Context: an optimization exercise on an open-source flow, tuned for small area, a short achievable clock period and few clock cycles per item. The choices shown serve that exercise and are no tape-out recipe. Only simulation tests tie the RTL to the original design; equivalence was not proved.

==> flow/design.v (excerpt) <==
module box_distance_bounds_top #(
    parameter int COORD_BITS = 24
) (
    input  logic                               clk,
    input  logic                               rst_n,
    input  logic                               in_valid,
    output logic                               in_stall,
    input  logic signed [COORD_BITS-1:0]       a_low,
    input  logic signed [COORD_BITS-1:0]       a_high,
    input  logic signed [COORD_BITS-1:0]       b_low,
    input  logic signed [COORD_BITS-1:0]       b_high,
    input  logic                               last,
    output logic                               out_valid,
    input  logic                               out_stall,
    output logic [bdb_pkg::SUM_W-1:0]          min_sq_dist,
    output logic [bdb_pkg::SUM_W-1:0]          max_sq_dist,
    output logic [bdb_pkg::ROOT_W-1:0]         min_dist,
    output logic [bdb_pkg::ROOT_W-1:0]         max_dist
);
    localparam int SQ_K4    = 2;
    localparam int NB_W     = 4 * SQ_K4;
    localparam int SQ_TOP_W = 6;
    localparam int V_W      = SUM_W - SQ_TOP_W;
    localparam int SQ_CYC   = V_W / NB_W;
    localparam int CNT_W  = 3;
    logic                  a_valid;
    logic                  a_last;
    logic [COORD_BITS-1:0] gap_w;
    logic [COORD_BITS-1:0] span_w;
    logic                  span_c_w;
    logic [COORD_BITS-1:0] gap_reg;
    logic [COORD_BITS-1:0] span_reg;
    logic                  span_c_reg;
    logic [COORD_BITS-1:0] span_full;
    logic             first;
    logic             busy;
  ...
Size in the first run: roughly 270 I/O pins, ~62000 um2 of cells after synthesis.
export LEC_CHECK = 0
export CAP_MARGIN = 20
export CORE_MARGIN = 2
export CORE_UTILIZATION = 40
export SETUP_SLACK_MARGIN = 1.25
export SLEW_MARGIN = 20
create_clock -name core_clock -period 9.0 [get_ports {clk}]
run.sh (not shown) runs the stock make flow with config.mk's settings and CLKGATE_MAP_FILE= SYNTH_SCRIPT=/design/flow/synth_recipe.tcl, a recipe that flattens the netlist after the stock synthesis.
The first run completed with no timing, DRC or antenna violations.
Testbench counts at the start, summed over its fixed seeds: cycles 7,240, items 800.
Edit:
Settings changed: ABC_AREA set to 1, SETUP_SLACK_MARGIN 1.25 to 1.5.
Global-route usage grows by 1.0 points.
Via count grows by roughly a tenth.
Cell area grows by a few percent.
Worst hold slack gets worse by 27 ps.
Final cell count grows by about a fifth.
Sequential share of layout area shrinks by 0.80 points.
Clock skew hardly moves.
Maximum frequency grows by a few percent.
Die area grows by a few percent.
Edit:
Settings changed: ABC_AREA 1 to unset.
The changed run produced a clean layout.
Synthesized cell count fell by 20%.
First-iteration DRC count fell by 6.9%.
Global-route usage fell by 0.75 points.
Routed wire length fell by 7.5%.
Area after synthesis fell by 4.6%.
Die area fell by 4.6%.
Edit:
Settings changed: ABC_AREA set to 1, SETUP_SLACK_MARGIN 1.5 to 2.0.
After rerunning: Design area went up by 9.2%; utilization went up by 1.8 points; first-iteration DRC count went up by 12%; final cell count went up by 22%; die area went up by about 5%; fmax went up by 4.2%.

run 1:
box_distance_bounds_top again, from the RTL that the note above started with.
make LEC_CHECK=0 CAP_MARGIN=20 CORE_MARGIN=2 CORE_UTILIZATION=40 SETUP_SLACK_MARGIN=1.0 SLEW_MARGIN=20 finish   # period 9.0 ns
Run 1 did not stop at any stage, and its layout met the timing, DRC and antenna checks.
Testbench counts of run 1, summed over its fixed seeds: cycles 7,240, items 800.
## Diff of input files: run 2 against run 1
-- flow/config.mk --
<<< run 1, line 9
export CORE_MARGIN = 2
export CORE_UTILIZATION = 40
export SETUP_SLACK_MARGIN = 1.0
export SLEW_MARGIN = 20
>>> run 2, line 9
export CORE_MARGIN = 2
export CORE_UTILIZATION = 40
export SETUP_SLACK_MARGIN = 2.0
export SLEW_MARGIN = 20
==> comparison <==
Taking run 1 as the reference, in run 2 die area shows no meaningful change; via count shows an increase of 3.7%; number of antenna violations at the first check in global routing shows an increase of 2.
The clock buffer and inverter area fraction after layout of run 2 and that of run 1 are within noise of each other.
Compared with run 1, run 2 shows number of antenna cells inserted lower by 1.
Sum of met3 wire segment lengths after detailed routing grows by more than 10% when moving from run 1 to run 2.
[compare] base=run 1 new=run 2: global-route usage saw an increase, multi-input combinational area share saw a decrease, final worst slack saw an increase.

[what the ideal ports hide]
No port has a modelled driver above. Below, the same layouts with a new extraction and two added sets of constraints. Step 1, drivers: a clkbuf_16 drives clk and a buf_2 each remaining input, both assumed. Step 2 adds t to the input delays and takes it off the output delays; t is the mean of the earliest and latest rising clock arrival at the registers after step 1. Input paths then give back, and output paths get back, about the clock's delay inside the block. a / b / c = no drivers / after step 1 / after step 2; a / b = the first two.
| run | t (ns) | slack for setup (ns) | worst hold slack (ns) | worst register clock-pin slew, ns |
|---|---|---|---|---|
| the first run of note 1 | 0.750 | 1.425 / 1.425 / 0.920 | 0.547 / 0.547 / 0.547 | 0.07 / 0.07 |
| the second run of note 1 | 0.722 | 1.799 / 1.799 / 1.259 | 0.519 / 0.519 / 0.519 | 0.07 / 0.07 |
| the third run of note 1 | 0.732 | 1.635 / 1.635 / 1.090 | 0.552 / 0.552 / 0.552 | 0.07 / 0.07 |
| the fourth run of note 1 | 0.721 | 1.929 / 1.929 / 1.630 | 0.509 / 0.509 / 0.509 | 0.07 / 0.07 |
| run 1 | 0.727 | 1.280 / 1.280 / 0.733 | 0.544 / 0.544 / 0.544 | 0.07 / 0.07 |
| run 2 | 0.740 | 1.868 / 1.868 / 1.483 | 0.559 / 0.559 / 0.559 | 0.07 / 0.07 |
After both steps setup and hold are still met in every run listed. For run 1, which loses most, drivers alone change the setup slack by 0.000 ns; drivers and shift together by -0.547 ns.
